This design comes from an exercise in tuning for small area on the open sky130 flow, not from production work.
At most, simulation tests tie the RTL to the original design; equivalence was not proved.
Only the layout flow was run in run 1; the RTL was not checked for function there.

==> flow/design.v <==
`default_nettype none
module fs_dither_stream #(
    parameter int PIX_W    = 8,
    parameter int OUT_W    = 1,
    parameter int H_PIXELS = 320,
    parameter int V_LINES  = 240,
    parameter int ERR_W    = PIX_W + 3
) (
    input  logic                                  clk_in,
    input  logic                                  rst_in,
    input  logic [PIX_W-1:0]                      pixel_in,
    input  logic [10:0]                           hcount_in,
    input  logic [9:0]                            vcount_in,
    input  logic                                  valid_in,
    input  logic [PIX_W-1:0]                      threshold_in,
    output logic [OUT_W-1:0]                      pixel_out,
    output logic [10:0]                           hcount_out,
    output logic [9:0]                            vcount_out,
    output logic [$clog2(H_PIXELS*V_LINES)-1:0]   addr_out,
    output logic                                  valid_out
);
    localparam int c_addr_w = $clog2(H_PIXELS * V_LINES);
    localparam int c_hw     = $clog2(H_PIXELS);       
    localparam int c_vw     = $clog2(V_LINES);        
    localparam int c_mw     = 9;                      
    localparam int c_sw     = 10;                     
    localparam int c_ngrp   = (H_PIXELS + 15) / 16;   
    logic              r_phase;                  
    logic [c_mw-1:0]   r_mem [0:H_PIXELS-1];
    logic              w_we;
    logic [c_hw-1:0]   w_waddr;
    logic [c_mw-1:0]   w_wdata;
    logic w_accept;
    assign w_accept = valid_in && (hcount_in < 11'(H_PIXELS))
                      && (vcount_in < 10'(V_LINES));
    logic [15:0]       w_rlo_n;
    logic [c_ngrp-1:0] w_rhi_n;
    always_comb begin
        for (int j = 0; j < 16; j++)
            w_rlo_n[j] = (hcount_in[3:0] != 4'(j));
        for (int g = 0; g < c_ngrp; g++)
            w_rhi_n[g] = (hcount_in[c_hw-1:4] != (c_hw-4)'(g));
    end
    logic [H_PIXELS-1:0] w_rsel;
    for (genvar i = 0; i < H_PIXELS; i++) begin : g_rsel
        fsd_nor2 u_sel (.a(w_rlo_n[i % 16]), .b(w_rhi_n[i / 16]), .y(w_rsel[i]));
    end
    localparam int c_nleaf = (H_PIXELS + 11) / 12;
    logic [c_mw-1:0] w_leaf [0:c_nleaf-1];
    logic [c_mw-1:0] w_rd_raw;
    for (genvar k = 0; k < c_nleaf; k++) begin : g_leaf
        for (genvar b = 0; b < c_mw; b++) begin : g_bit
            logic [3:0] w_aoi;
            for (genvar t = 0; t < 4; t++) begin : g_aoi
                localparam int c0 = 12 * k + 3 * t;
                if (c0 + 2 < H_PIXELS) begin : g_3
                    fsd_aoi222 u_aoi (
                        .a1(r_mem[c0][b]),     .a2(w_rsel[c0]),
                        .b1(r_mem[c0 + 1][b]), .b2(w_rsel[c0 + 1]),
                        .c1(r_mem[c0 + 2][b]), .c2(w_rsel[c0 + 2]),
                        .y(w_aoi[t]));
                end else if (c0 + 1 < H_PIXELS) begin : g_2
                    fsd_aoi22 u_aoi (
                        .a1(r_mem[c0][b]),     .a2(w_rsel[c0]),
                        .b1(r_mem[c0 + 1][b]), .b2(w_rsel[c0 + 1]),
                        .y(w_aoi[t]));
                end else if (c0 < H_PIXELS) begin : g_1
                    assign w_aoi[t] = ~(r_mem[c0][b] & w_rsel[c0]);
                end else begin : g_0
                    assign w_aoi[t] = 1'b1;
                end
            end
            if (12 * k + 9 < H_PIXELS) begin : g_n4
                fsd_nand4 u_or (.a(w_aoi[0]), .b(w_aoi[1]), .c(w_aoi[2]), .d(w_aoi[3]),
                                .y(w_leaf[k][b]));
            end else begin : g_n3
                fsd_nand3 u_or (.a(w_aoi[0]), .b(w_aoi[1]), .c(w_aoi[2]),
                                .y(w_leaf[k][b]));
            end
        end
    end
    always_comb begin
        w_rd_raw = '0;
        for (int k = 0; k < c_nleaf; k++)
            w_rd_raw = w_rd_raw | w_leaf[k];
    end
    logic signed [c_mw-1:0] w_rowerr;
    assign w_rowerr = (vcount_in == 10'd0) ? '0 : $signed(w_rd_raw ^ {c_mw{r_phase}});
    logic                   r_s0_valid;
    logic [PIX_W-1:0]       r_s0_thr;
    logic [c_hw-1:0]        r_s0_h;
    logic [c_vw-1:0]        r_s0_v;
    logic signed [c_sw-1:0] r_s0_sum;           
    always_ff @(posedge clk_in) begin
        r_s0_valid <= rst_in && w_accept;
        r_s0_thr   <= threshold_in;
        r_s0_h     <= hcount_in[c_hw-1:0];
        r_s0_v     <= vcount_in[c_vw-1:0];
        r_s0_sum   <= $signed({2'b00, pixel_in}) + c_sw'(w_rowerr);
    end
    logic                   r_last_ok;
    logic [c_hw-1:0]        r_out_h;
    logic [c_vw-1:0]        r_out_v;
    logic signed [7:0]      r_carry;            
    logic signed [7:0]      r_acc_a;            
    logic signed [4:0]      r_acc_b;            
    logic                   r_flush;
    logic                   w_carry_use;
    logic                   w_first, w_h_end, w_v_end;
    logic signed [c_sw-1:0] w_raw;
    logic [7:0]             w_v;
    logic                   w_q;
    logic signed [8:0]      w_err;
    logic signed [11:0]     w_ex, w_p7, w_p3, w_p5;
    logic signed [7:0]      w_s7, w_s5;
    logic signed [6:0]      w_s3;
    logic signed [4:0]      w_s1;
    logic signed [7:0]      w_base_a;
    logic signed [4:0]      w_base_b;
    logic signed [8:0]      w_pix_wdata;
    logic signed [7:0]      w_new_a;
    assign w_carry_use = r_last_ok && (r_out_v == r_s0_v)
                         && ((10'(r_out_h) + 10'd1) == 10'(r_s0_h));
    assign w_first = (r_s0_h == '0);
    assign w_h_end = (r_s0_h == c_hw'(H_PIXELS - 1));
    assign w_v_end = (r_s0_v == c_vw'(V_LINES - 1));
    assign w_raw = r_s0_sum + (w_carry_use ? c_sw'(r_carry) : '0);
    always_comb begin
        w_v = w_raw[7:0];
        if (w_raw[c_sw-1])     w_v = '0;
        else if (w_raw[8])     w_v = '1;
    end
    assign w_q   = (w_v >= r_s0_thr);
    assign w_err = $signed({1'b0, w_v}) - (w_q ? 9'sd255 : 9'sd0);
    assign w_ex = 12'(w_err);
    assign w_p7 = (w_ex <<< 3) - w_ex;
    assign w_p3 = (w_ex <<< 1) + w_ex;
    assign w_p5 = (w_ex <<< 2) + w_ex;
    assign w_s7 = 8'(w_p7 >>> 4);
    assign w_s3 = 7'(w_p3 >>> 4);
    assign w_s5 = 8'(w_p5 >>> 4);
    assign w_s1 = 5'(w_ex >>> 4);
    assign w_base_a = w_first ? '0 : r_acc_a;
    assign w_base_b = w_first ? '0 : r_acc_b;
    assign w_pix_wdata = 9'(w_base_a) + 9'(w_s3);
    assign w_new_a     = 8'(w_base_b) + w_s5;
    always_comb begin
        w_we    = 1'b0;
        w_waddr = r_s0_h - c_hw'(1);
        w_wdata = w_pix_wdata;
        if (r_s0_valid && !w_first && !w_v_end) begin
            w_we = rst_in;
        end else if (r_flush) begin
            w_we    = rst_in;
            w_waddr = c_hw'(H_PIXELS - 1);
            w_wdata = 9'(r_acc_a);
        end
    end
    always_ff @(posedge clk_in) begin
        pixel_out <= w_q;
        if (!rst_in) begin
            valid_out <= 1'b0;
            r_last_ok <= 1'b0;
            r_acc_a   <= '0;
            r_acc_b   <= '0;
            r_flush   <= 1'b0;
        end else begin
            valid_out <= r_s0_valid;
            r_flush   <= 1'b0;
            if (r_s0_valid) begin
                r_last_ok <= 1'b1;
                r_acc_a   <= w_new_a;
                r_acc_b   <= w_h_end ? '0 : w_s1;
                r_flush   <= w_h_end && !w_v_end;
            end
        end
    end
    always_ff @(posedge clk_in) begin
        if (r_s0_valid) begin
            r_out_h <= r_s0_h;
            r_out_v <= r_s0_v;
            r_carry <= w_s7;
        end
    end
    assign hcount_out = 11'(r_out_h);
    assign vcount_out = 10'(r_out_v);
    assign addr_out   = c_addr_w'(r_out_h) + c_addr_w'(H_PIXELS) * c_addr_w'(r_out_v);
    always_ff @(posedge clk_in) begin
        if (r_phase) r_phase <= 1'b0;
        else         r_phase <= 1'b1;
    end
    logic [c_mw-1:0] w_wd_n;
    assign w_wd_n = w_wdata ^ {c_mw{r_phase}};
    logic [15:0]       w_wlo, w_wlo_n;
    logic [c_ngrp-1:0] w_whi, w_whi_n;
    always_comb begin
        for (int j = 0; j < 16; j++) begin
            w_wlo[j]   = w_we && (w_waddr[3:0] == 4'(j));
            w_wlo_n[j] = ~w_wlo[j];
        end
        for (int g = 0; g < c_ngrp; g++) begin
            w_whi[g]   = (w_waddr[c_hw-1:4] == (c_hw-4)'(g));
            w_whi_n[g] = ~w_whi[g];
        end
    end
    for (genvar i = 0; i < H_PIXELS; i++) begin : g_row
        logic            w_row_we, w_row_we_n;
        logic [c_mw-1:0] w_next;
        fsd_nor2  u_we  (.a(w_wlo_n[i % 16]), .b(w_whi_n[i / 16]), .y(w_row_we));
        fsd_nand2 u_wen (.a(w_wlo[i % 16]),   .b(w_whi[i / 16]),   .y(w_row_we_n));
        for (genvar b = 0; b < c_mw; b++) begin : g_bit
            fsd_oai22 u_d (.a1(r_mem[i][b]), .a2(w_row_we),
                           .b1(w_wd_n[b]),   .b2(w_row_we_n), .y(w_next[b]));
        end
        always_ff @(posedge clk_in) begin
            r_mem[i] <= w_next;
        end
    end
endmodule
module fsd_oai22 (input logic a1, a2, b1, b2, output logic y);
    assign y = ~((a1 | a2) & (b1 | b2));
endmodule
module fsd_aoi222 (input logic a1, a2, b1, b2, c1, c2, output logic y);
    assign y = ~((a1 & a2) | (b1 & b2) | (c1 & c2));
endmodule
module fsd_aoi22 (input logic a1, a2, b1, b2, output logic y);
    assign y = ~((a1 & a2) | (b1 & b2));
endmodule
module fsd_nand4 (input logic a, b, c, d, output logic y);
    assign y = ~(a & b & c & d);
endmodule
module fsd_nand3 (input logic a, b, c, output logic y);
    assign y = ~(a & b & c);
endmodule
module fsd_nand2 (input logic a, b, output logic y);
    assign y = ~(a & b);
endmodule
module fsd_nor2 (input logic a, b, output logic y);
    assign y = ~(a | b);
endmodule
`default_nettype wire
==> flow/run.sh <==
#!/bin/bash
# synth_recipe.tcl (not shown) runs the flow's synth.tcl, then flattens the netlist and writes it again
# the make line also repeats each setting of config.mk as NAME=value (left out here)
make -C /OpenROAD-flow-scripts/flow DESIGN_CONFIG=/design/flow/config.mk WORK_HOME=/design/flow/orfs CLKGATE_MAP_FILE= SYNTH_SCRIPT=/design/flow/synth_recipe.tcl finish
==> flow/config.mk <==
export PLATFORM = sky130hd
export DESIGN_NAME = fs_dither_stream
export DESIGN_NICKNAME = fs_dither_stream
export VERILOG_FILES = /design/flow/design.v
export SDC_FILE = /design/flow/constraint.sdc
export NUM_CORES = 4
export LEC_CHECK = 0
export CAP_MARGIN = 20
export CORE_MARGIN = 2
export CORE_UTILIZATION = 60
export SLEW_MARGIN = 20
export SYNTH_HIERARCHICAL = 1
==> flow/constraint.sdc <==
create_clock -name core_clock -period 12.0 [get_ports {clk_in}]
set_input_delay 2.4000 -clock core_clock [delete_from_list [all_inputs] [get_ports {clk_in}]]
set_output_delay 2.4000 -clock core_clock [all_outputs]
set_load 0.01 [all_outputs]
==> results of run 1 <==
## layer usage
layer	GRT usage, %	share of wire [%]
met5	0	0.042
met4	27.51	7.0
met3	15.75	15
met2	62.51	41
met1	58.01	37
## final cells by class
| type | count | area [sq um] |
|---|---|---|
| timing repair buffer | 226 | 2260 |
| sequential | 2959 | 59490 |
| antenna | 51 | 127.6 |
| clock buffer | 421 | 8753 |
| tap | 2175 | 2721 |
| clock inverter | 100 | 1234 |
| fill | 12180 | 48970 |
| inverter | 85 | 319.1 |
| multi-input combinational | 5841 | 38900 |
## cell families after synthesis
kind of cell | count (synthesis) | share of synthesized area, %
AO/OA/AOI/OAI | 4012 | 29.32
buffers and inverters | 116 | 0.5001
other | 1 | 0.003814
multiplexers | 9 | 0.09290
XOR/XNOR | 104 | 0.9633
flip-flops | 2959 | 60.50
adder cells (fa/ha/maj) | 90 | 1.195
AND/OR/NAND/NOR | 1622 | 7.422
## state kept, by name (all words and copies together), names as in the netlist, 8 cells and up
name and cells:
r_out_v 8, r_mem 2880, r_s0_sum 10, r_carry 8, r_acc_a 8, r_out_h 9
r_s0_v 8, r_s0_h 9, r_s0_thr 8
## modules after synthesis, one instance, submodules excluded
module | copies in the design | cells inside
fs_dither_stream | 1 | 3867
fsd_aoi22 | 9 | 1
fsd_aoi222 | 954 | 1
fsd_nand4 | 234 | 1
fsd_oai22 | 2880 | 1
fsd_nand3 | 9 | 1
fsd_nand2 | 320 | 1
fsd_nor2 | 640 | 1
## metrics by stage
| step | setup TNS (ns) | setup WS [ns] |
|---|---|---|
| floorplan | -480.85 | -0.4003 |
| CTS | 0 | 1.363 |
| global placement | 0 | 1.641 |
| finish | 0 | 1.253 |
| global route | 0 | 0.6434 |
| detailed placement | 0 | 1.474 |
## cell usage in the layout, fill, tap and decap left out, types with 30 or more instances in the layout
master           netlist  routed
a21oi_1               39      35
a222oi_1             954     954
buf_12                 0      30
buf_4                 12     121
clkbuf_1              12      52
clkbuf_16              0     309
clkbuf_8               0      60
clkdlybuf4s50_1        0      75
clkinv_2               0      51
dfxtp_1             2934    2933
diode_2                0      51
ha_1                  81      76
inv_1                 81      65
nand2_1              382     363
nand3_1               54      43
nand4_1              259     259
nor2_1               746     744
nor4_1                59      50
o22ai_1             2888    2888
xnor2_1               73      63
## worst paths after layout
kind	from	endpoint	slack [ns]	cells after the start
min	r_mem[284][6]	r_mem[284][6]	0.44	1
max	r_out_h[3]	r_mem[133][8]	1.25	42
min reg2reg	r_mem[284][6]	r_mem[284][6]	0.44	1
max reg2reg	r_out_h[3]	r_mem[133][8]	1.25	42
==> summary.txt, run 1 <==
Outcome
The flow ran to the end and the layout has no timing, DRC or antenna violations.

Clocking
At the later pin of the worst-skew pair, clock insertion delay measures 0.95 ns. CTS saw 2959 sinks. The number of buffers inserted for hold repair after clock tree synthesis is 0.

Post-CTS timing repair inserted 0 buffers for setup. The clock-pin transition on the worst setup and hold timing paths is 0.06 ns. The number of buffers added by the clock tree synthesis step is 301. The TritonCTS clock tree is built. No sink is reached through more buffers than the 4 on the longest clock path.

The H-tree level count is 5. Post-CTS repair changed the size of 0 cells. The tree is rooted in a clkbuf_16.

Timing
The tightest hold path in the finished design has a slack of 0.4444 ns. Setup repair after global routing left no endpoint under its margin. The worst clock skew on the final layout is 0.05791 ns. The number of hold violations in the final report is 0.

In the finished design, the share of the clock period the worst path needs comes to 89.56%. The highest clock rate is 93.05 MHz. The worst path needs 10.75 ns of the cycle, external delays included. The transition time of the tightest slew-check pin is 1.378 ns. The relative slew slack is 7.286%.

The max-slew violation count is 0. Setup violations remaining at the end of the flow were counted as 0.

Floorplan
The starting density of the core is 60.40%. The row count is 148. The die footprint is 0.1671 sq mm.

The total core area is 0.1628 sq mm. The floorplan die width is 408.8 microns. 80 I/O pins were placed. The die is 408.8 microns tall.

Hold path
The path class of the tightest hold or removal check is flop to flop.

Detailed routing
Dividing the detail-routed wire length by the instance count gives 32.95 microns. The count of TritonRoute iterations in the first routing pass is 14. The number of nets with antenna violations after detailed routing is 0. The ratio of routed vias to standard cells is 7.927.

For this block, the routed nets add up to 390700 microns of wire. In this run, the number of DRC markers left after iteration 0 of detailed routing was 18080. After detailed routing, the number of remaining DRC violations is 0. Detailed routing inserted a total of 93990 vias.

Synthesis
The cell count after synthesis came out at 8913. During synthesis, Yosys emitted a total of 10 warnings. The main flop type after synthesis is dfxtp_1. The synthesized netlist occupies a cell area of 0.09832 sq mm. The cell with the most instances after synthesis is dfxtp_1. In the post-synthesis netlist, the biggest area contributors are dfxtp_1 60%, o22ai_1 18%, a222oi_1 9.7%. The leading area contributor after synthesis is dfxtp_1. After synthesis, the mean cell area works out to 11.03 sq um. The number of flops mapped to enable cells by yosys is 25. After synthesis the netlist holds a flip-flop and latch count of 2959. The portion of the post-synthesis area used by sequential elements is 60.50%. The synthesized netlist contains 85 unique library cells.

By count the netlist is led by 2934 x dfxtp_1, 2888 x o22ai_1, 954 x a222oi_1, 746 x nor2_1, 382 x nand2_1. In the synthesized netlist the async set-or-reset flop fraction comes to 0%. The share of synthesized area in the top cell type comes to 59.74%.

Final layout
The number of nets in the finished design is 9542. Excluding fillers, the count of instances in the completed layout stands at 11860. Compared with the post-synthesis result, the final layout area differs by 15.75%. The utilization after layout is 69.92%. The layout cell share with drive strength beyond 1 is 7.807%. The finished cells cover 0.1138 sq mm.

Place
The post-DP HPWL is 242700 microns. The count of input and output buffers is 75. The post-place instance area is 0.1037 sq mm.

The total placed cells including tap cells is 11290. The routability congestion estimate is 1.023.

Setup path
The arrival time at the worst endpoint is 11.51 ns. Counting both buffers and inverters, the worst setup path holds a total of 2. The worst setup path is of the flop to flop kind.

In this design, the stage delay of the slowest critical-path cell is 0.58 ns. Data on the critical path is required at its endpoint by 12.76 ns. The cell family contributing the most delay on the critical path is compound AO/OA/AOI/OAI gates. The element type at the critical path end is a flop.

Along the worst path, the maximum fanout reaches 101. The slowest stage of the critical path belongs to the cell xnor2_4. The startpoint type of the worst setup path is a flop.

Global routing
The overflow left after global routing is 0. The overall track demand over capacity in global routing is 44.39%. The number of global-route vias before repair is 86180.

The number of antenna violations at the first check in global routing is 30. The maximum number of pins on one net before global-route repair is 153. The wire length of the first global-routing pass is 567200 microns.

Run
The count of max-cap constraint violations is 0.
==> inputs of run 2 (changes only) <==
--- a/flow/design.v
+++ b/flow/design.v
@@ -28,7 +28,6 @@
     logic              r_phase;                  
     logic [c_mw-1:0]   r_mem [0:H_PIXELS-1];
     logic              w_we;
-    logic [c_hw-1:0]   w_waddr;
     logic [c_mw-1:0]   w_wdata;
     logic w_accept;
     assign w_accept = valid_in && (hcount_in < 11'(H_PIXELS))
@@ -144,15 +143,16 @@
     assign w_base_b = w_first ? '0 : r_acc_b;
     assign w_pix_wdata = 9'(w_base_a) + 9'(w_s3);
     assign w_new_a     = 8'(w_base_b) + w_s5;
+    logic [c_hw-1:0] w_wcode;
     always_comb begin
         w_we    = 1'b0;
-        w_waddr = r_s0_h - c_hw'(1);
+        w_wcode = r_s0_h;
         w_wdata = w_pix_wdata;
         if (r_s0_valid && !w_first && !w_v_end) begin
             w_we = rst_in;
         end else if (r_flush) begin
             w_we    = rst_in;
-            w_waddr = c_hw'(H_PIXELS - 1);
+            w_wcode = c_hw'(H_PIXELS);
             w_wdata = 9'(r_acc_a);
         end
     end
@@ -191,23 +191,26 @@
     end
     logic [c_mw-1:0] w_wd_n;
     assign w_wd_n = w_wdata ^ {c_mw{r_phase}};
-    logic [15:0]       w_wlo, w_wlo_n;
-    logic [c_ngrp-1:0] w_whi, w_whi_n;
+    localparam int c_nwgrp = H_PIXELS / 16 + 1;
+    logic [15:0]        w_wlo, w_wlo_n;
+    logic [c_nwgrp-1:0] w_whi, w_whi_n;
     always_comb begin
         for (int j = 0; j < 16; j++) begin
-            w_wlo[j]   = w_we && (w_waddr[3:0] == 4'(j));
+            w_wlo[j]   = w_we && (w_wcode[3:0] == 4'(j));
             w_wlo_n[j] = ~w_wlo[j];
         end
-        for (int g = 0; g < c_ngrp; g++) begin
-            w_whi[g]   = (w_waddr[c_hw-1:4] == (c_hw-4)'(g));
+        for (int g = 0; g < c_nwgrp; g++) begin
+            w_whi[g]   = (w_wcode[c_hw-1:4] == (c_hw-4)'(g));
             w_whi_n[g] = ~w_whi[g];
         end
     end
     for (genvar i = 0; i < H_PIXELS; i++) begin : g_row
         logic            w_row_we, w_row_we_n;
         logic [c_mw-1:0] w_next;
-        fsd_nor2  u_we  (.a(w_wlo_n[i % 16]), .b(w_whi_n[i / 16]), .y(w_row_we));
-        fsd_nand2 u_wen (.a(w_wlo[i % 16]),   .b(w_whi[i / 16]),   .y(w_row_we_n));
+        fsd_nor2  u_we  (.a(w_wlo_n[(i + 1) % 16]), .b(w_whi_n[(i + 1) / 16]),
+                         .y(w_row_we));
+        fsd_nand2 u_wen (.a(w_wlo[(i + 1) % 16]),   .b(w_whi[(i + 1) / 16]),
+                         .y(w_row_we_n));
         for (genvar b = 0; b < c_mw; b++) begin : g_bit
             fsd_oai22 u_d (.a1(r_mem[i][b]), .a2(w_row_we),
                            .b1(w_wd_n[b]),   .b2(w_row_we_n), .y(w_next[b]));
--- a/flow/config.mk
+++ b/flow/config.mk
@@ -7,6 +7,9 @@
 export LEC_CHECK = 0
 export CAP_MARGIN = 20
 export CORE_MARGIN = 2
-export CORE_UTILIZATION = 60
+export CORE_UTILIZATION = 50
+export CTS_BUF_LIST = sky130_fd_sc_hd__clkbuf_8
+export CTS_CLUSTER_DIAMETER = 50
+export CTS_CLUSTER_SIZE = 20
 export SLEW_MARGIN = 20
 export SYNTH_HIERARCHICAL = 1
==> summary.txt, run 2 <==
Place
The count of input and output buffers is 75. Routability-driven placement finished with a final weighted congestion of 0.9414. The post-place instance area is 0.1041 sq mm. The post-DP HPWL is 245100 microns.

Floorplan
The number of top-level pins is 80. The starting density of the core is 50.41%. In this run the core area contains 162 standard-cell rows. The die footprint is 0.2004 sq mm. In this run the vertical extent of the chip is 447.6 microns. The total core area is 0.1952 sq mm. Measured along the x axis, the die boundary spans 447.6 microns.

Global routing
The overall track demand over capacity in global routing is 37.65%. The maximum number of pins on one net before global-route repair is 159. The number of global-route vias before repair is 83430. The overflow left after global routing is 0.

The first global-routing pass estimated 567400 microns of wire. The number of antenna violations at the first check in global routing is 36.

Synthesis
The biggest area contributor in the post-synthesis netlist is dfxtp_1. The post-synthesis cell count is 8915. Yosys printed 10 warnings.

A synthesized cell averages 11.04 sq um. Counting flops with a built-in enable in the synthesized netlist gives 25. Sorting the synthesized cells by area gives the leading types as dfxtp_1 60%, o22ai_1 18%, a222oi_1 9.7%. The total of flip-flops plus latches after synthesis is 2959. In the synthesized netlist the async set-or-reset flop fraction comes to 0%. The commonest cells after synthesis are 2934 x dfxtp_1, 2887 x o22ai_1, 954 x a222oi_1, 707 x nor2_1, 408 x nand2_1. The portion of the post-synthesis area used by sequential elements is 60.45%. By instance count, the leading cell after synthesis is dfxtp_1. For this run, the leading register cell type out of synthesis is dfxtp_1. Synthesis instantiated 87 different standard cells from the library. The fraction of synthesized cell area taken by the top area cell type is 59.69%.

In this run the cell area of the synthesized design comes to 0.09840 sq mm.

Outcome
The run finished with no timing, DRC or antenna violations.

Final layout
For this run, the post-layout net count is 9454. The layout has 17090 filler cells. In the layout the commonest cells are 2933 x dfxtp_1, 2887 x o22ai_1, 954 x a222oi_1. The area of all placed cells without fillers is 0.1099 sq mm.

Leaving out fill and tap cells, the most frequent cell in the layout is dfxtp_1. The register with the most flip-flops in the final layout is r_mem. The largest registers in the layout are r_mem x2880, r_s0_sum x10. The layout cell share with drive strength beyond 1 is 7.396%. Compared with the post-synthesis result, the final layout area differs by 11.66%.

The number of flip-flops under the largest register name is 2880.

Clocking
The maximum clock insertion buffer count is 3. The number of resized instances in the post-cts repair step is 0. The H-tree was split into 4 levels.

For this design, the CTS-stage hold fixing added 0 buffers. The clock net in this run drives a total of 2959 sinks. Buffers added to address setup during post-CTS repair amount to 0. After clock tree synthesis, the clock-pin slew on the worst setup and hold paths is 0.11 ns. The TritonCTS clock tree is built. Clock tree synthesis inserted a total of 234 buffers. The cell sitting at the root of the clock tree is a clkbuf_8. The insertion delay of the later-clocked pin in the worst-skew pair is 1.11 ns.

Timing
Setup violations remaining at the end of the flow were counted as 0. The max-slew violation count was 0. For this run, the top clock speed supported by timing is 95.53 MHz. The relative slew slack is 10.00%.

The aggregate negative setup slack is 0 ns. The clock period could shrink to 10.47 ns. The transition time of the tightest slew-check pin is 1.338 ns. On the final layout, the worst clock skew is 0.07416 ns. The final critical-path share of the clock period is 87.24%. The number of hold violations in the final report was 0.

Setup repair after global routing left no endpoint under its margin.

Run
The count of max-cap constraint violations is 0.

Detailed routing
The routed wire length is 393800 microns. In this run, the number of DRC markers left after iteration 0 of detailed routing was 15950. The average wire length per cell after detail routing is 32.32 microns. The pre-antenna-repair detailed-routing pass consisted of 14 iterations. The number of DRC violations after detailed routing is 0.

Detailed routing inserted a total of 91300 vias. The number of nets with antenna violations after detailed routing is 0. In the routed layout, each cell is associated on average with a via count of 7.493.

Setup path
The worst setup path is launched from a flop. The slowest stage of the critical path belongs to the cell xnor2_1. The peak per-stage delay on the critical path is 0.59 ns. In this design, the largest share of critical-path delay is due to compound AO/OA/AOI/OAI gates. The buffers plus inverters on the worst setup path is 2. The category of the most critical setup path is flop to flop. The element type at the critical path end is a flop.

The highest net fanout along the worst path is 120. In this design, the critical path's most frequently occurring cell is xnor2_1. At the worst endpoint, the arrival time is 11.38 ns. At the worst endpoint, the required time is 12.92 ns.

Hold path
The path class of the lowest-slack min-delay path is flop to flop.
-- run 2: changes by cell type after synthesis, sizes merged, moves of 7 or more --
cell    previous run  this run
nand2            385       409
nor2             746       707
o21a              19         3
a21o              14        22
nand3             54        46
inv               83        96
and2              14        29
a211oi             5        12
-- run 2: per-module statistics from Yosys, one instance, submodules excluded, a selection --
module | cells | area [sq um]
fsd_aoi22 | 1 | 12.51
fsd_nand2 | 1 | 3.754
fsd_nand3 | 1 | 5.005
fsd_nand4 | 1 | 6.256
fsd_nor2 | 1 | 3.754
fsd_oai22 | 1 | 6.256
-- run 2: stage by stage --
stage          setup slack [ns]  std cells  hold slack [ns]  utilization (%)
2_1_floorplan            -1.442       8918           0.4029                -
3_3_place_gp              1.706      11710           0.4288            53.31
3_5_place_dp              1.793      11710           0.4363            53.34
4_1_cts                   1.714      12160           0.4506            56.25
5_1_grt                  0.7968      12160           0.4607            56.26
6_report                  1.532      12180           0.4497            56.29
-- run 2: routing by layer --
metal | share of wire, % | vias up | wire length [microns] | track usage [%]
met3 | 13 | 1191 | 52330 | 9.903
met5 | 0.012 | - | 46 | 0
met2 | 41 | 6409 | 162700 | 53.42
li1 | - | 39050 | - | -
met4 | 5.7 | 8 | 22510 | 19.54
met1 | 40 | 44640 | 156300 | 52.39
-- run 2: worst paths after layout --
| kind | slack [ns] | end | start | cells past startpoint |
|---|---|---|---|---|
| worst max-delay path | 1.53 | r_mem[116][8] | r_out_h[0] | 44 |
| worst max register to register | 1.53 | r_mem[116][8] | r_out_h[0] | 44 |
| worst min-delay path | 0.45 | r_mem[79][1] | r_mem[79][1] | 1 |
| worst min register to register | 0.45 | r_mem[79][1] | r_mem[79][1] | 1 |
-- run 2: cell type report --
class / count / area (sq um) / area share (%)
Antenna cell: 28 / 70.07 / 0.06377
Clock inverter: 192 / 2243 / 2.042
Sequential cell: 2959 / 59490 / 54.14
Multi-Input combinational cell: 5832 / 38970 / 35.47
Timing Repair Buffer: 202 / 2016 / 1.834
Clock buffer: 250 / 3441 / 3.131
Inverter: 97 / 364.1 / 0.3314
Tap cell: 2624 / 3283 / 2.988
-- run 2: logic make-up (layout without fill, tap and decap cells) --
family,Yosys count,count (layout),share of synthesized area (%)
XOR/XNOR,95,95,0.8799
AND/OR/NAND/NOR,1609,1609,7.382
multiplexers,10,10,0.1043
other,1,32,0.003811
buffers and inverters,127,741,0.5404
flip-flops,2959,2959,60.45
AO/OA/AOI/OAI,4024,4024,29.44
adder cells (fa/ha/maj),90,90,1.195
==> inputs of run 3 (changes only) <==
--- a/flow/design.v
+++ b/flow/design.v
@@ -25,6 +25,15 @@
     localparam int c_mw     = 9;                      
     localparam int c_sw     = 10;                     
     localparam int c_ngrp   = (H_PIXELS + 15) / 16;   
+    function automatic logic [11:0] f_add(input logic [11:0] a, input logic [11:0] b,
+                                          input logic cin);
+        logic c;
+        c = cin;
+        for (int i = 0; i < 12; i++) begin
+            f_add[i] = a[i] ^ b[i] ^ c;
+            c        = (a[i] & b[i]) | (a[i] & c) | (b[i] & c);
+        end
+    endfunction
     logic              r_phase;                  
     logic [c_mw-1:0]   r_mem [0:H_PIXELS-1];
     logic              w_we;
@@ -95,7 +104,7 @@
         r_s0_thr   <= threshold_in;
         r_s0_h     <= hcount_in[c_hw-1:0];
         r_s0_v     <= vcount_in[c_vw-1:0];
-        r_s0_sum   <= $signed({2'b00, pixel_in}) + c_sw'(w_rowerr);
+        r_s0_sum   <= c_sw'(f_add(12'(pixel_in), 12'(w_rowerr), 1'b0));
     end
     logic                   r_last_ok;
     logic [c_hw-1:0]        r_out_h;
@@ -129,12 +138,14 @@
         if (w_raw[c_sw-1])     w_v = '0;
         else if (w_raw[8])     w_v = '1;
     end
+    logic [11:0] w_inc;
     assign w_q   = (w_v >= r_s0_thr);
-    assign w_err = $signed({1'b0, w_v}) - (w_q ? 9'sd255 : 9'sd0);
+    assign w_inc = f_add({4'b0, w_v}, 12'b0, w_q);
+    assign w_err = {w_inc[8] ^ w_q, w_inc[7:0]};
     assign w_ex = 12'(w_err);
-    assign w_p7 = (w_ex <<< 3) - w_ex;
+    assign w_p7 = f_add(w_ex <<< 3, ~w_ex, 1'b1);
     assign w_p3 = (w_ex <<< 1) + w_ex;
-    assign w_p5 = (w_ex <<< 2) + w_ex;
+    assign w_p5 = f_add(w_ex <<< 2, w_ex, 1'b0);
     assign w_s7 = 8'(w_p7 >>> 4);
     assign w_s3 = 7'(w_p3 >>> 4);
     assign w_s5 = 8'(w_p5 >>> 4);
@@ -142,7 +153,7 @@
     assign w_base_a = w_first ? '0 : r_acc_a;
     assign w_base_b = w_first ? '0 : r_acc_b;
     assign w_pix_wdata = 9'(w_base_a) + 9'(w_s3);
-    assign w_new_a     = 8'(w_base_b) + w_s5;
+    assign w_new_a     = 8'(f_add(12'(w_base_b), 12'(w_s5), 1'b0));
     logic [c_hw-1:0] w_wcode;
     always_comb begin
         w_we    = 1'b0;
@@ -184,7 +195,9 @@
     end
     assign hcount_out = 11'(r_out_h);
     assign vcount_out = 10'(r_out_v);
-    assign addr_out   = c_addr_w'(r_out_h) + c_addr_w'(H_PIXELS) * c_addr_w'(r_out_v);
+    logic [11:0] w_v5;
+    assign w_v5     = f_add({2'b0, r_out_v, 2'b00}, {4'b0, r_out_v}, 1'b0);
+    assign addr_out = {11'(f_add(w_v5, {9'b0, r_out_h[8:6]}, 1'b0)), r_out_h[5:0]};
     always_ff @(posedge clk_in) begin
         if (r_phase) r_phase <= 1'b0;
         else         r_phase <= 1'b1;
==> flow/config.mk (replaced) <==
export PLATFORM = sky130hd
export DESIGN_NAME = fs_dither_stream
export DESIGN_NICKNAME = fs_dither_stream
export VERILOG_FILES = /design/flow/design.v
export SDC_FILE = /design/flow/constraint.sdc
export NUM_CORES = 4
export LEC_CHECK = 0
export CAP_MARGIN = 50
export CORE_MARGIN = 2
export CORE_UTILIZATION = 50
export CTS_BUF_LIST = sky130_fd_sc_hd__clkbuf_8
export CTS_CLUSTER_DIAMETER = 60
export CTS_CLUSTER_SIZE = 14
export SLEW_MARGIN = 50
export SYNTH_HIERARCHICAL = 1
==> summary.txt, run 3 <==
Synthesis
The total of flip-flops plus latches after synthesis is 2959. The main flop type after synthesis is dfxtp_1. Sequential cells were found to cover 61.18% of the synthesized design area. The post-synthesis cell count is 8736. By instance count, the leading cell after synthesis is dfxtp_1.

Sorting the synthesized cells by how often they occur yields 2934 x dfxtp_1, 2882 x o22ai_1, 954 x a222oi_1, 698 x nor2_1, 384 x nand2_1. The fraction of registers with async set/reset is 0%. The number of flops mapped to enable cells by yosys is 25. During synthesis, Yosys emitted a total of 10 warnings. Ranked by total cell area, the synthesized netlist is headed by dfxtp_1 60%, o22ai_1 19%, a222oi_1 9.8%.

The mean instance size in the synthesized netlist is 11.13 sq um. Synthesis instantiated 63 different standard cells from the library. The leading area contributor after synthesis is dfxtp_1. After synthesis, the largest area contributor takes up 60.40% of total cell area. The summed instance area of the synthesized netlist is 0.09724 sq mm.

Floorplan
The floorplan has 161 rows. The die footprint is 0.1980 sq mm. 80 I/O pins were placed.

The total core area is 0.1930 sq mm. The y dimension of the die is 445.0 microns. The floorplan die width is 445.0 microns. For this configuration, the core starts out at a cell density of 50.39%.

Place
The routability congestion estimate is 0.9802. The post-DP HPWL is 255100 microns. The placed instances occupy a cell area of 0.1039 sq mm. In this run the tool buffered the top-level ports with 75 buffer cells.

Detailed routing
The final route contains 90280 vias. The detailed router finished its first iteration with 16850 violations. The number of DRC violations after detailed routing is 0. The first detailed-routing pass ran for 20 iterations. The final layout contains routed wiring with a total length of 400400 microns. The average wire length per cell after detail routing is 33.90 microns. The number of nets with antenna violations after detailed routing is 0.

Dividing the detail-routed via count by the number of cells gives 7.645.

Timing
Measured against its own limit, the worst slew margin works out to 44.55%. For the finished layout, the period the worst path requires is 10.56 ns. Setup repair after global routing left no endpoint under its margin. Setup violations remaining at the end of the flow were counted as 0. The max-slew violation count is 0.

The number of hold violations in the final report is 0. The clock arrives with 0.05541 ns of skew. After routing, the total negative slack on setup checks comes to 0 ns.

The worst slack on hold paths is 0.4472 ns. The transition time of the tightest slew-check pin is 0.8317 ns. Based on the critical path, the design can be clocked at up to 94.67 MHz. The final critical-path share of the clock period is 88.03%.

Setup path
The highest net fanout along the worst path is 91. The timing startpoint of the critical path is r_out_h[0]. The arrival time at the worst endpoint is 11.46 ns. The worst setup path is captured at a flop. On the worst path, the slowest cell contributes a delay of 0.66 ns.

The startpoint type of the worst setup path is a flop. The critical path ends at r_mem[112][6]. The category of the most critical setup path is flop to flop. In this run the register-to-register setup slack is 1.44 ns. The highest-delay cell along the critical path is xnor2_4. The endpoint of the most critical register-to-register path is r_mem[112][6].

The cell repeated most along the worst path is ha_1. The startpoint identified for the worst register-to-register timing path is r_out_h[0]. The worst endpoint required time is 12.90 ns.

The count of cells along the worst register-to-register path is 43.

Clocking
Counting along the longest clock path gives a buffer depth of 3. Clock-pin slew was measured on the worst setup and hold paths at 0.09 ns. The TritonCTS clock tree is built. The H-tree level count is 4. After clock tree synthesis, the repair step resized 0 gates. The clock net in this run drives a total of 2959 sinks. The cell chosen for the clock root is clkbuf_8. The setup fix buffers added after clock tree synthesis is 0. Hold repair after CTS inserted 0 buffers.

Counting the buffers created by CTS gives 235. The insertion delay of the later-clocked pin in the worst-skew pair is 1.08 ns.

Global routing
The number of antenna violations at the first check in global routing is 27. The maximum number of pins on one net before global-route repair is 115. Global routing finished with a remaining overflow of 0.

For this run, the total global-route usage over all layers was measured as 38.51%. The number of global-route vias before repair is 82820. The wire length of the first global-routing pass is 574500 microns.

Outcome
The run finished with no timing, DRC or antenna violations.

Final layout
The post-route netlist has 7.439% of its cells at a drive strength greater than 1. At the end of the flow, the number of nets in the layout was 9349. The register bank with the most flops is r_mem.

The register with the most flip-flops in the layout has 2880 of them. The library cells used most frequently in the layout, excluding fill and tap cells, are 2931 x dfxtp_1, 2882 x o22ai_1, 954 x a222oi_1. The number of inserted filler cells in the final layout is 16760. The area of all placed cells without fillers is 0.1078 sq mm. In the final layout, the registers with the most flip-flops are r_mem x2880, r_s0_sum x10. The growth of design area from synthesis to finish is 10.91%. The library cell used most frequently in the layout, excluding fill and tap cells, is dfxtp_1. The utilization after layout is 55.88%.

Hold path
In this run the worst hold path is classified as flop to flop. The hold path depth is 1.

Run
Max-cap violations in this run came to 0.
run 3: changes by cell type after synthesis, sizes merged, moves of 15 or more:
| cell | before | now |
|---|---|---|
| ha | 81 | 52 |
| nand2 | 409 | 384 |
| and2 | 29 | 14 |
| a21o | 22 | 4 |
| a21oi | 45 | 17 |
| xor2 | 28 | 8 |
| fa | 7 | 36 |
| xnor2 | 67 | 42 |
run 3: how the worst min path moves through the flow:
stage / start / endpoint
finish: r_mem[266][4] / r_mem[266][4]
floorplan: r_s0_h[4] / r_out_h[4]
global placement: r_mem[264][5] / r_mem[264][5]
CTS: r_mem[42][3] / r_mem[42][3]
detailed placement: r_mem[237][3] / r_mem[237][3]
global route: r_mem[174][7] / r_mem[174][7]
run 3: final cells by class:
type	count	area (sq um)	share of cell area [%]
clock inverter	34	281.5	0.2610
multi-input combinational	5648	38210	35.43
timing repair buffer	275	2900	2.689
tap	2526	3161	2.931
antenna	22	55.05	0.05105
sequential	2959	59490	55.16
inverter	102	392.9	0.3643
clock buffer	244	3358	3.114
run 3: Yosys stat by module (local to each module, per instance):
| module | flops+latches | cells | copies in the design |
|---|---|---|---|
| fsd_aoi222 | 0 | 1 | 954 |
| fsd_nor2 | 0 | 1 | 640 |
| fsd_nand4 | 0 | 1 | 234 |
| fsd_oai22 | 0 | 1 | 2880 |
| fsd_nand3 | 0 | 1 | 9 |
| fsd_nand2 | 0 | 1 | 320 |
| fs_dither_stream | 2959 | 3690 | 1 |
| fsd_aoi22 | 0 | 1 | 9 |
run 3: per-stage QoR:
step                      setup slack, ns  std cells
after global routing               0.7413      11800
after floorplan                    -2.175       8739
after detailed placement            1.540      11500
after global placement              1.037      11490
final                               1.437      11810
after CTS                           1.461      11780
run 3: cells by family after synthesis:
family | after synthesis | share of synthesized area [%]
fa+ha+maj | 88 | 1.410
simple gates | 1559 | 7.186
flops | 2959 | 61.18
xor+xnor | 50 | 0.4581
mux | 8 | 0.08621
buf+inv | 132 | 0.5572
compound gates | 3939 | 29.12
other cells | 1 | 0.003857
run 3: critical path, delay by kind of cell, from the launching register on:
kind | cells | cell delay [ns]
compound gates | 16 | 3.01
fa+ha+maj | 12 | 2.63
simple gates | 8 | 2.05
xor+xnor | 5 | 1.38
flops | 1 | 0.56
buf+inv | 2 | 0.52
run 3: layer usage:
metal	routed length [microns]	global-route usage (%)	vias to the layer above
li1	-	-	38280
met1	155000	52.13	44030
met2	168500	56.58	6678
met3	53060	10.35	1288
met4	23740	19.34	10
met5	68	0	-
==> inputs of run 4 (changes only) <==
==> flow/flow/run.sh (new file) <==
#!/bin/bash
# Layout flow: the standard ORFS flow (standard.sh), with two changes
# passed to ORFS through its own variables:
#  * clock tree synthesis without dummy loads, leaf clusters of at most
#    14 sinks within 60 um, built from clkbuf_8;
#  * input and output ports buffered with the smallest buffer, buf_1.
# Everything else, the clock period and the constraints included, is the
# standard flow's. Each tool's output goes to the ORFS logs under orfs/;
# the driver output goes to flow_run.log here.
set -o pipefail
cd "$(dirname "$0")/.."
export CTS_ARGS="-sink_clustering_enable -repair_clock_nets -dont_use_dummy_load -sink_clustering_size 14 -sink_clustering_max_diameter 60 -buf_list sky130_fd_sc_hd__clkbuf_8"
export BUFFER_PORTS_ARGS="-buffer_cell sky130_fd_sc_hd__buf_1"
bash standard.sh > flow_run.log 2>&1
==> flow/standard.sh (new file) <==
#!/bin/bash
# synth_recipe.tcl (not shown) runs the flow's synth.tcl, then flattens the netlist and writes it again
# the make line also repeats each setting of config.mk as NAME=value (left out here)
make -C /OpenROAD-flow-scripts/flow DESIGN_CONFIG=/design/flow/config.mk WORK_HOME=/design/flow/orfs CLKGATE_MAP_FILE= SYNTH_SCRIPT=/design/flow/synth_recipe.tcl "${@:-finish}"
--- a/flow/config.mk
+++ b/flow/config.mk
@@ -8,8 +8,5 @@
 export CAP_MARGIN = 50
 export CORE_MARGIN = 2
 export CORE_UTILIZATION = 50
-export CTS_BUF_LIST = sky130_fd_sc_hd__clkbuf_8
-export CTS_CLUSTER_DIAMETER = 60
-export CTS_CLUSTER_SIZE = 14
 export SLEW_MARGIN = 50
 export SYNTH_HIERARCHICAL = 1
removed: flow/run.sh
==> summary.txt, run 4 <==
Outcome
The flow ran to the end and the layout has no timing, DRC or antenna violations.

Final layout
The number of flip-flops under the largest register name is 2880. Leaving out fill and tap cells, the most frequent cell in the layout is dfxtp_1. The top cell types in the final layout, fill and taps aside, are 2932 x dfxtp_1, 2882 x o22ai_1, 954 x a222oi_1. From synthesis to final layout, the design area changed by 10.12%. The area of combinational cells with multiple inputs is 0.03837 sq mm. The area of all placed cells without fillers is 0.1071 sq mm.

In the final layout, flip-flops and latches occupy 0.05949 sq mm. In the final layout, the registers with the most flip-flops are r_mem x2880, r_s0_sum x10. The number of nets in the finished design is 9340.

The layout cell share with drive strength beyond 1 is 7.427%. More flip-flops sit in one register than any other, and that register is r_mem. The number of inserted filler cells in the final layout is 16770.

Setup path
The startpoint identified for the worst register-to-register timing path is r_out_h[0]. The cell repeated most along the worst path is ha_1. Following the worst setup path forward leads to its endpoint at r_mem[130][6]. On the worst path, the slowest cell contributes a delay of 0.56 ns.

The worst register-to-register path has a setup slack of 1.68 ns. STA puts the critical path data required time at 12.89 ns. The worst setup path is of the flop to flop kind. On the critical path, the stage with the largest delay is an instance of edfxtp_1. For the worst setup path, the data arrival time is 11.20 ns.

Tracing the worst setup path back leads to its startpoint at r_out_h[0]. STA classifies the critical path startpoint as a flop. The highest net fanout along the worst path is 89.

STA classifies the critical path endpoint as a flop. In this run the critical register-to-register path is captured at r_mem[130][6]. The number of cells on the worst reg-to-reg path is 44.

Clocking
The clock-pin transition on the worst setup and hold timing paths is 0.09 ns. The cell chosen for the clock root is clkbuf_8. The clock sink count is 2959. For the worst-skew pair, the clock arrives at the later sink with an insertion delay of 1.09 ns.

After clock tree synthesis, the setup repair step added 0 buffers. The number of buffers inserted for hold repair after clock tree synthesis is 0. In this run the number of H-tree levels came out at 4. Clock tree synthesis inserted a total of 235 buffers. The maximum clock insertion buffer count is 3.

After clock tree synthesis, the repair step resized 0 gates. TritonCTS built the clock tree.

Timing
The smallest setup slack after layout is 1.683 ns. The max-slew violation count is 0. Timing would allow up to 96.93 MHz.

The relative slew slack is 41.07%. The transition time of the tightest slew-check pin is 0.8766 ns. Setup repair after global routing left no endpoint under its margin. The number of hold violations in the final report is 0. The worst clock skew on the final layout is 0.09876 ns.

Setup violations remaining at the end of the flow were counted as 0. The final critical-path share of the clock period is 85.98%. After layout, the minimum clock period comes to 10.32 ns.

Synthesis
The largest total area in the synthesized netlist belongs to dfxtp_1. dfxtp_1 is the most common cell in the netlist. The main flop type after synthesis is dfxtp_1.

The fraction of registers with async set/reset is 0%. After Yosys synthesis, XOR and XNOR cells account for 0.4581% of the synthesized area. After synthesis, the cell types taking the most area are dfxtp_1 60%, o22ai_1 19%, a222oi_1 9.8%. By count the netlist is led by 2934 x dfxtp_1, 2882 x o22ai_1, 954 x a222oi_1, 698 x nor2_1, 384 x nand2_1. Of the post-synthesis cell area, the dominant cell type holds 60.40%. After synthesis, the netlist uses 63 different library cells. The largest family of logic cells by synthesized area is compound AO/OA/AOI/OAI gates. The number of flops mapped to enable cells by yosys is 25. In this run, synthesis produced a sequential element count of 2959. The mean instance size in the synthesized netlist is 11.13 sq um. In this run the cell area of the synthesized design comes to 0.09724 sq mm.

The post-synthesis cell count is 8736. The portion of the post-synthesis area used by sequential elements is 61.18%. Summing the areas of all and, or, nand and nor instances in the mapped netlist gives 7.186% of the synthesized area. For this run, the number of Yosys warnings is 10.

The synthesized netlist devotes 1.410% of its cell area to adder and majority cells. Summing the areas of all compound-gate instances in the mapped netlist gives 29.12% of the synthesized area. In the synthesized netlist, mux cells make up 0.08621% of the area.

Detailed routing
The count of TritonRoute iterations in the first routing pass is 15. The count of vias placed by the detailed router is 90550. The number of DRC violations after detailed routing is 0.

The ratio of routed vias to standard cells is 7.691. The routed wire length is 399100 microns. The count of nets left with antenna violations once routing finished came out at 0. Dividing the detail-routed wire length by the instance count gives 33.90 microns. The starting DRC count in detailed routing is 15960.

Floorplan
The total core area is 0.1930 sq mm. 80 I/O pins were placed. The initial utilization of the core area, before any placement, comes to 50.39%. The row count is 161.

The y dimension of the die is 445.0 microns. The die footprint is 0.1980 sq mm. Measured along the x axis, the die boundary spans 445.0 microns.

Place
OpenSTA, run right after detailed placement, puts the worst setup slack at 1.685 ns. The routability congestion estimate is 0.9983. Buffers placed on the I/O ports in this run total 75. The post-DP HPWL is 256700 microns. The post-place instance area is 0.1033 sq mm.

Global routing
The wire length of the first global-routing pass is 573000 microns. The overall track demand over capacity in global routing is 38.45%. Entering global routing, the biggest net connects 122 pins. Global routing finished with a remaining overflow of 0. The number of antenna violations at the first check in global routing came to 32.

The number of global-route vias before repair is 82770.

Run
The count of max-cap constraint violations is 0.

Hold path
The path class of the lowest-slack min-delay path is flop to flop. Along the worst hold path, the cell count comes to 1.
[run 4: cell counts after synthesis]
Identical to the previous run, type by type.
[run 4: cell families (layout without fill, tap and decap cells)]
kind of cell    Yosys count  count (layout)
buf+inv                 132             603
simple gates           1559            1559
xor+xnor                 50              50
mux                       8               8
fa+ha+maj                88              88
other cells               1              42
compound gates         3939            3939
flops                  2959            2959
[run 4: worst min-delay path by stage]
stage                  startpoint            end
floorplan               r_s0_h[4]     r_out_h[4]
global placement     r_mem[36][7]   r_mem[36][7]
detailed placement  r_mem[267][5]  r_mem[267][5]
CTS                 r_mem[126][0]  r_mem[126][0]
global route         r_mem[17][7]   r_mem[17][7]
finish              r_mem[178][3]  r_mem[178][3]
[run 4: per-module statistics from Yosys (local to each module, per instance), excerpt]
module	cells	area [sq um]	times used	flip-flops and latches
fsd_aoi22	1	12.51	9	0
fsd_aoi222	1	10.01	954	0
fsd_nand3	1	5.005	9	0
fsd_nand4	1	6.256	234	0
fsd_nor2	1	3.754	640	0
fsd_oai22	1	6.256	2880	0
[run 4: cell type report]
| class | instances | area share (%) |
|---|---|---|
| Antenna cell | 38 | 0.08880 |
| Clock buffer | 235 | 3.021 |
| Timing Repair Buffer | 266 | 2.186 |
| Multi-Input combinational cell | 5648 | 35.83 |
| Inverter | 102 | 0.3669 |
| Tap cell | 2526 | 2.952 |
| Sequential cell | 2959 | 55.56 |
[run 4: stage by stage]
| stage | instances | utilization (%) | setup TNS, ns | hold WS [ns] |
|---|---|---|---|---|
| after floorplan | 8739 | - | -1755.61 | 0.4029 |
| after global placement | 11480 | 53.22 | 0 | 0.4285 |
| after detailed placement | 11490 | 53.53 | 0 | 0.4363 |
| after CTS | 11730 | 55.20 | 0 | 0.4468 |
| after global routing | 11750 | 55.45 | 0 | 0.4576 |
| final | 11770 | 55.49 | 0 | 0.4448 |
[run 4: metal layers]
layer,GRT usage (%),up-vias,wire length [microns]
met4,20.97,20,23720
met1,51.62,44460,153800
li1,-,38220,-
met3,11.34,1289,53140
met5,0,-,142
met2,55.50,6565,168300
[run 4: worst max-delay path: cells and delay by family (launching register included)]
family	cells	cell delay, ns
adder cells (fa/ha/maj)	12	2.70
AO/OA/AOI/OAI	15	2.90
buffers and inverters	3	0.80
flip-flops	1	0.56
AND/OR/NAND/NOR	9	2.14
XOR/XNOR	5	0.91
==> inputs of run 5 (changes only) <==
==> flow/flow/run.sh (replaced) <==
#!/bin/bash
# Layout flow: the standard ORFS flow (standard.sh), with two changes
# passed to ORFS through its own variables:
#  * clock tree synthesis without dummy loads, leaf clusters of at most
#    16 sinks within 60 um, built from clkbuf_8;
#  * input and output ports buffered with the smallest buffer, buf_1.
# Everything else, the clock period and the constraints included, is the
# standard flow's. Each tool's output goes to the ORFS logs under orfs/;
# the driver output goes to flow_run.log here.
set -o pipefail
cd "$(dirname "$0")/.."
export CTS_ARGS="-sink_clustering_enable -repair_clock_nets -dont_use_dummy_load -sink_clustering_size 16 -sink_clustering_max_diameter 60 -buf_list sky130_fd_sc_hd__clkbuf_8"
export BUFFER_PORTS_ARGS="-buffer_cell sky130_fd_sc_hd__buf_1"
bash standard.sh > flow_run.log 2>&1
==> summary.txt, run 5 <==
Synthesis
The summed instance area of the synthesized netlist is 0.09724 sq mm. Of all flip-flops after synthesis, the portion carrying an async set or reset was 0%. The portion of the post-synthesis area used by sequential elements is 61.18%. After synthesis, the most frequently instantiated cells are 2934 x dfxtp_1, 2882 x o22ai_1, 954 x a222oi_1, 698 x nor2_1, 384 x nand2_1.

In the post-synthesis netlist, the cell with the most instances is dfxtp_1. The total of flip-flops plus latches after synthesis is 2959. Ranked by total cell area, the synthesized netlist is headed by dfxtp_1 60%, o22ai_1 19%, a222oi_1 9.8%. A synthesized cell averages 11.13 sq um. The leading area contributor after synthesis is dfxtp_1. The post-synthesis cell type count is 63. The main flop type after synthesis is dfxtp_1. The fraction of synthesized cell area taken by the top area cell type is 60.40%.

During synthesis, Yosys emitted a total of 10 warnings. The post-synthesis cell count is 8736. The number of flops mapped to enable cells by yosys is 25.

Floorplan
In this run the core area contains 161 standard-cell rows. The die covers 0.1980 sq mm. 80 I/O pins were placed. The y dimension of the die is 445.0 microns. The starting density of the core is 50.39%. The total core area is 0.1930 sq mm.

Measured along the x axis, the die boundary spans 445.0 microns.

Detailed routing
In the final routed layout, each cell accounts on average for 33.97 microns. The number of nets with antenna violations after detailed routing is 0. The detailed router finished its first iteration with 16300 violations. The uppermost signal routing layer after detailed routing is met5. The met2 routed wirelength is 169200 microns. The number of DRC violations after detailed routing is 0. The count of vias placed by the detailed router is 90160. The pre-antenna-repair detailed-routing pass consisted of 14 iterations. The detailed route wirelength on metal3 is 52890 microns.

The routed metal-1 wire length is 154000 microns. The routed design has 398700 microns of wire. After detailed routing, the number of vias per cell comes to 7.681.

Timing
Across all hold checks on the routed design, the worst slack comes to 0.4467 ns. The post-route minimum period is 10.31 ns. The number of hold violations in the final report was 0. At the pin with the least slew margin, the transition time is 0.9028 ns. The max-slew violation count is 0. The worst clock skew on the final layout is 0.09493 ns. The final critical-path share of the clock period is 85.95%. Setup repair after global routing left no endpoint under its margin. The setup violation total in the final timing report is 0. The highest clock rate is 96.96 MHz.

In this run the tightest slew margin relative to its limit is 39.31%.

Global routing
The number of global-route vias before repair came to 82590. Entering global routing, the biggest net connects 122 pins. Across every metal layer, demand over resource in global routing totals 38.45%.

The wire length of the first global-routing pass is 573100 microns. The number of antenna violations at the first check in global routing is 25. For this run the aggregate overflow at the end of global routing stands at 0.

Final layout
The area growth from synthesis to layout is 9.753%. Excluding fillers, the count of instances in the completed layout stands at 11740. The top cell types in the final layout, fill and taps aside, are 2932 x dfxtp_1, 2882 x o22ai_1, 954 x a222oi_1. In the final layout, the registers with the most flip-flops are r_mem x2880, r_s0_sum x10. Leaving out fill and tap cells, the most frequent cell in the layout is dfxtp_1. The number of flip-flops under the largest register name is 2880. Ranked by flip-flop count, first place goes to r_mem. The post-route netlist has 7.119% of its cells at a drive strength greater than 1. The number of nets in the finished design is 9317. The area of all placed cells without fillers is 0.1067 sq mm. The utilization after layout is 55.30%.

Clocking
The H-tree level count is 4. Hold repair after CTS inserted 0 buffers. Clock-pin slew was measured on the worst setup and hold paths at 0.09 ns.

The TritonCTS clock tree is built. The number of resized instances in the post-cts repair step is 0. After clock tree synthesis, the setup repair step added 0 buffers.

The insertion delay of the later-clocked pin in the worst-skew pair is 1.06 ns. Buffers inserted during clock tree synthesis total 213. The maximum clock insertion buffer count is 3. The clock sink count is 2959. The cell chosen for the clock root is clkbuf_8.

Place
Routability-driven placement finished with a final weighted congestion of 0.9983. The post-DP HPWL is 256700 microns. In this run the cell area measured after placement is 0.1033 sq mm.

After detailed placement, the design holds a cell count of 11490. The count of buffers added on input and output ports is 75.

Setup path
Among the stages of the critical path, the cell type that occurs most often is ha_1. The worst endpoint required time is 12.87 ns. The peak per-stage delay on the critical path is 0.55 ns. For the worst setup path, the data arrival time is 11.18 ns. The element type at the critical path end is a flop. The slowest stage of the critical path is the and3_1 cell.

In this run the worst path has a maximum fanout of 89. The startpoint type of the worst setup path is a flop. The category of the most critical setup path is flop to flop.

Hold path
The min-delay analysis places its worst path in the category flop to flop.

Run
The count of max-cap constraint violations is 0.

Outcome
The run finished with no timing, DRC or antenna violations.
==> run 5: per-layer routing <==
metal | up-vias | global-route usage, %
li1 | 38170 | -
met1 | 44280 | 51.42
met2 | 6522 | 55.73
met3 | 1176 | 11.51
met4 | 18 | 20.56
met5 | - | 0.5372
==> run 5: cell type report <==
cell class / count / area, sq um
Inverter: 102 / 392.9
Clock buffer: 213 / 2932
Fill cell: 16800 / 86260
Timing Repair Buffer: 265 / 2328
Multi-Input combinational cell: 5648 / 38350
Antenna cell: 26 / 65.06
Tap cell: 2526 / 3161
Sequential cell: 2959 / 59490
==> run 5: critical path, delay by kind of cell (launching register included) <==
family / cells / cell delay, ns
simple gates: 9 / 2.15
xor+xnor: 5 / 0.90
compound gates: 15 / 2.90
buf+inv: 3 / 0.80
fa+ha+maj: 12 / 2.71
flops: 1 / 0.53
==> run 5: kinds of logic after synthesis <==
logic type | after synthesis | share of synthesized area, %
xor+xnor | 50 | 0.4581
compound gates | 3939 | 29.12
mux | 8 | 0.08621
flops | 2959 | 61.18
simple gates | 1559 | 7.186
fa+ha+maj | 88 | 1.410
buf+inv | 132 | 0.5572
other cells | 1 | 0.003857
==> run 5: metrics by stage <==
step | worst slack, ns | TNS [ns]
after floorplan | -2.175 | -1755.61
after global placement | 0.5741 | 0
after detailed placement | 1.685 | 0
after CTS | 1.751 | 0
after global routing | 0.9630 | 0
final | 1.686 | 0
==> run 5: final timing paths <==
path                         to          from  depth (start not counted)  slack, ns
setup / recovery  r_mem[131][6]    r_out_h[1]                         44       1.69
hold / removal     r_mem[40][3]  r_mem[40][3]                          1       0.45
setup reg to reg  r_mem[131][6]    r_out_h[1]                         44       1.69
hold reg to reg    r_mem[40][3]  r_mem[40][3]                          1       0.45
==> run 5: Yosys stat by module (local to each module, per instance) <==
module            times used  flops+latches  cells inside
fs_dither_stream           1           2959          3690
fsd_aoi22                  9              0             1
fsd_aoi222               954              0             1
fsd_nand4                234              0             1
fsd_oai22               2880              0             1
fsd_nand3                  9              0             1
fsd_nand2                320              0             1
fsd_nor2                 640              0             1
==> inputs of run 6 (changes only) <==
--- a/flow/config.mk
+++ b/flow/config.mk
@@ -7,6 +7,6 @@
 export LEC_CHECK = 0
 export CAP_MARGIN = 50
 export CORE_MARGIN = 2
-export CORE_UTILIZATION = 50
+export CORE_UTILIZATION = 60
 export SLEW_MARGIN = 50
 export SYNTH_HIERARCHICAL = 1
==> summary.txt, run 6 <==
Synthesis
The xor-xnor portion of the synthesized cell area is 0.4581%. Of all cell types, the one taking the most synthesized area is dfxtp_1. The post-synthesis cell count is 8736. After synthesis, the share of flip-flops with an asynchronous set or reset is 0%. The simple-gate share of the synthesized area is 7.186%. A synthesized cell averages 11.13 sq um. The summed instance area of the synthesized netlist is 0.09724 sq mm.

The commonest cells after synthesis are 2934 x dfxtp_1, 2882 x o22ai_1, 954 x a222oi_1, 698 x nor2_1, 384 x nand2_1. In this run, synthesis produced a sequential element count of 2959. The portion of the post-synthesis area used by sequential elements is 61.18%. After synthesis, the netlist uses 63 different library cells. The total of warnings raised by yosys is 10. In the synthesized netlist, mux cells make up 0.08621% of the area. The synthesized netlist devotes 29.12% of its cell area to compound gates. By area the synthesized netlist is led by dfxtp_1 60%, o22ai_1 19%, a222oi_1 9.8%. The number of flops mapped to enable cells by yosys is 25. After synthesis, the largest family of logic cells by area is compound AO/OA/AOI/OAI gates. In this run the biggest area consumer among cell types represents 60.40% of the synthesized area.

Among all flip-flop cells after synthesis, the most frequent one is dfxtp_1.

Detailed routing
The count of vias placed by the detailed router is 90400. The final layout contains routed wiring with a total length of 380400 microns. The average wire length per cell after detail routing is 33.47 microns.

The ratio of routed vias to standard cells is 7.952. The first detailed-routing pass ran for 17 iterations. The first routing iteration left 17000 violations. For this run, design rule violations remaining after detail routing come to 0.

Setup path
The count of cells along the worst register-to-register path is 44. The element type at the critical path end is a flop. In this run the critical register-to-register path is launched from r_out_h[1]. Setup slack on the worst reg-to-reg path comes out at 1.35 ns. The arrival time at the worst endpoint is 11.54 ns.

The endpoint of the most critical register-to-register path is r_mem[121][6]. On the worst path, the slowest cell contributes a delay of 0.59 ns. The buffers plus inverters on the worst setup path is 3. The worst setup path is launched from a flop. Data on the critical path is required at its endpoint by 12.90 ns. The highest-delay cell along the critical path is and3_1. The cell count along the critical path is 44. The cell family contributing the most delay on the critical path is compound AO/OA/AOI/OAI gates.

Of all nets on the critical path, the largest fanout is 100.

Hold path
In this run the most critical hold path is launched from r_mem[273][8]. The worst hold path terminates at r_mem[273][8]. Along the worst hold path, the cell count comes to 1.

The tightest min-delay check is of the flop to flop type.

Clocking
The number of resized instances in the post-cts repair step is 0. The setup fix buffers added after clock tree synthesis is 0. The clock reaches the later pin of the worst-skew pair after 1.07 ns.

After clock tree synthesis, the clock-pin slew on the worst setup and hold paths is 0.10 ns. Hold repair after CTS inserted 0 buffers. No sink is reached through more buffers than the 3 on the longest clock path. The cell chosen for the clock root is clkbuf_8. TritonCTS built the clock tree.

The H-tree level count is 4. The number of buffers added by the clock tree synthesis step is 208.

Timing
Across all setup checks in the final design, the least slack found is 1.355 ns. The routed design could run at a clock period as short as 10.65 ns. Setup repair after global routing left no endpoint under its margin.

Across the routed clock network, the largest skew measured is 0.1074 ns. For the pin with the worst max-slew slack, the measured transition is 0.8789 ns. The number of hold violations in the final report is 0. Hold is met by 0.4492 ns. Of the available clock period, the critical path in the final layout requires 88.71%. The highest clock rate is 93.94 MHz. Headroom to the max-slew limit came out at 40.96%. Setup violations remaining at the end of the flow were counted as 0. The max-slew violation count is 0.

Final layout
For this run, the number of standard cells in the final layout without fillers is 11370. The net count of the finished layout is 9303. The most frequent standard cell in the layout excluding fill and tap cells is dfxtp_1.

The area of all placed cells without fillers is 0.1059 sq mm. The post-route netlist has 6.192% of its cells at a drive strength greater than 1. The top cell types in the final layout, fill and taps aside, are 2933 x dfxtp_1, 2882 x o22ai_1, 954 x a222oi_1. The number of flip-flops under the largest register name is 2880. The largest registers in the layout are r_mem x2880, r_s0_sum x10. The register bank with the most flops is r_mem. From synthesis to final layout, the design area changed by 8.915%.

Place
The routability congestion estimate is 1.028. Buffers placed on the I/O ports in this run total 75. The post-placement worst setup slack is 1.445 ns.

Floorplan
The floorplan has 147 rows. The starting density of the core is 60.49%. For this design the top-level I/O count stands at 80. The die is 406.6 microns tall. The die is 406.6 microns wide.

The die covers 0.1653 sq mm.

Global routing
The maximum number of pins on one net before global-route repair is 124. The overflow left after global routing is 0. The overall track demand over capacity in global routing is 44.04%. The first global-routing pass estimated 546700 microns of wire. The number of antenna violations at the first check in global routing is 20. The number of global-route vias before repair came to 81400.

Run
The count of max-cap constraint violations is 0.

Outcome
The run finished with no timing, DRC or antenna violations.
[run 6: cell counts after synthesis]
No cell type changed its count.
[run 6: per-module statistics from Yosys (local to each module, per instance)]
module,cells inside,flops+latches
fs_dither_stream,3690,2959
fsd_aoi22,1,0
fsd_aoi222,1,0
fsd_nand4,1,0
fsd_oai22,1,0
fsd_nand3,1,0
fsd_nand2,1,0
fsd_nor2,1,0
[run 6: worst reg2reg max path, delay by kind of cell (launching register included)]
family                   cells  cell delay, ns
buffers and inverters        3            1.08
AO/OA/AOI/OAI               15            3.02
XOR/XNOR                     5            0.93
flip-flops                   1            0.54
adder cells (fa/ha/maj)     12            2.75
AND/OR/NAND/NOR              9            2.20
[run 6: worst max path at each step]
stage,start,to,slack [ns]
after CTS,r_out_h[1],r_mem[149][6],1.38
final,r_out_h[1],r_mem[121][6],1.35
after global placement,hcount_in[2],r_s0_sum[8],1.04
after global routing,r_out_h[1],r_mem[149][6],0.74
after detailed placement,r_out_h[0],r_mem[121][6],1.44
after floorplan,r_out_h[0],r_mem[0][2],-2.18
[run 6: per-layer routing]
metal | track usage (%) | routed length [microns] | up-vias | share of wire (%)
met5 | 0 | 176 | - | 0.046
met4 | 28.02 | 26090 | 14 | 6.9
met3 | 15.48 | 57300 | 1490 | 15
met2 | 61.40 | 155200 | 7323 | 41
met1 | 57.89 | 141700 | 43390 | 37
li1 | - | - | 38180 | -
[run 6: kinds of logic (layout without fill, tap and decap cells)]
logic type / Yosys count / in the layout
adders and majority gates: 88 / 88
muxes: 8 / 8
other: 1 / 39
buffers and inverters: 132 / 566
xor gates and xnor gates: 50 / 50
AOI/OAI and AO/OA: 3939 / 3939
and+or+nand+nor: 1559 / 1559
DFF: 2959 / 2959
[run 6: through the flow]
| step | util, % | setup TNS, ns |
|---|---|---|
| 3_5_place_dp | 63.88 | 0 |
| 4_1_cts | 65.66 | 0 |
| 2_1_floorplan | - | -1755.61 |
| 6_report | 65.88 | 0 |
| 3_3_place_gp | 63.48 | 0 |
| 5_1_grt | 65.83 | 0 |
[run 6: cell type report]
| cell class | count | area (sq um) |
|---|---|---|
| inverters | 102 | 386.6 |
| diodes | 35 | 87.58 |
| multi-input cells | 5648 | 38090 |
| flip-flops and latches | 2959 | 59490 |
| well taps | 2160 | 2703 |
| clock buffers | 208 | 2863 |
| repair buffers | 256 | 2292 |
| fillers | 12650 | 54850 |

==> static timing again, ports no longer ideal <==
In the flow no input, the clock included, has a driving cell. The finished layouts below were timed again as built, in two steps.
Step 1 sets driving cells, clkbuf_16 on the clock port and buf_2 on the other inputs (assumed; they add their load-dependent delay and slew).
Step 2 adds t to the input delays and takes it off the output delays; t is the mean of the earliest and latest rising clock arrival at the registers after step 1. Input paths then give back, and output paths get back, about the clock's delay inside the block.
Three values: no drivers, after step 1, after step 2; two values: the first two.
run	t (ns)	setup WS [ns]	clock arrival spread, ns	pins driven straight from the clock port
run 1	1.004	1.253 / 1.253 / 1.206	0.061 / 0.061	1
run 2	1.155	1.532 / 1.532 / 1.349	0.074 / 0.074	1
run 3	1.137	1.437 / 1.437 / 1.116	0.058 / 0.057	1
run 4	1.118	1.683 / 1.683 / 1.313	0.103 / 0.103	1
run 5	1.094	1.686 / 1.686 / 1.352	0.094 / 0.095	1
run 6	1.096	1.355 / 1.355 / 1.311	0.108 / 0.107	1
After both steps setup and hold are still met in every run listed. The setup slack of run 4, which loses most, moves by 0.000 ns with the drivers and by -0.370 ns with both steps.
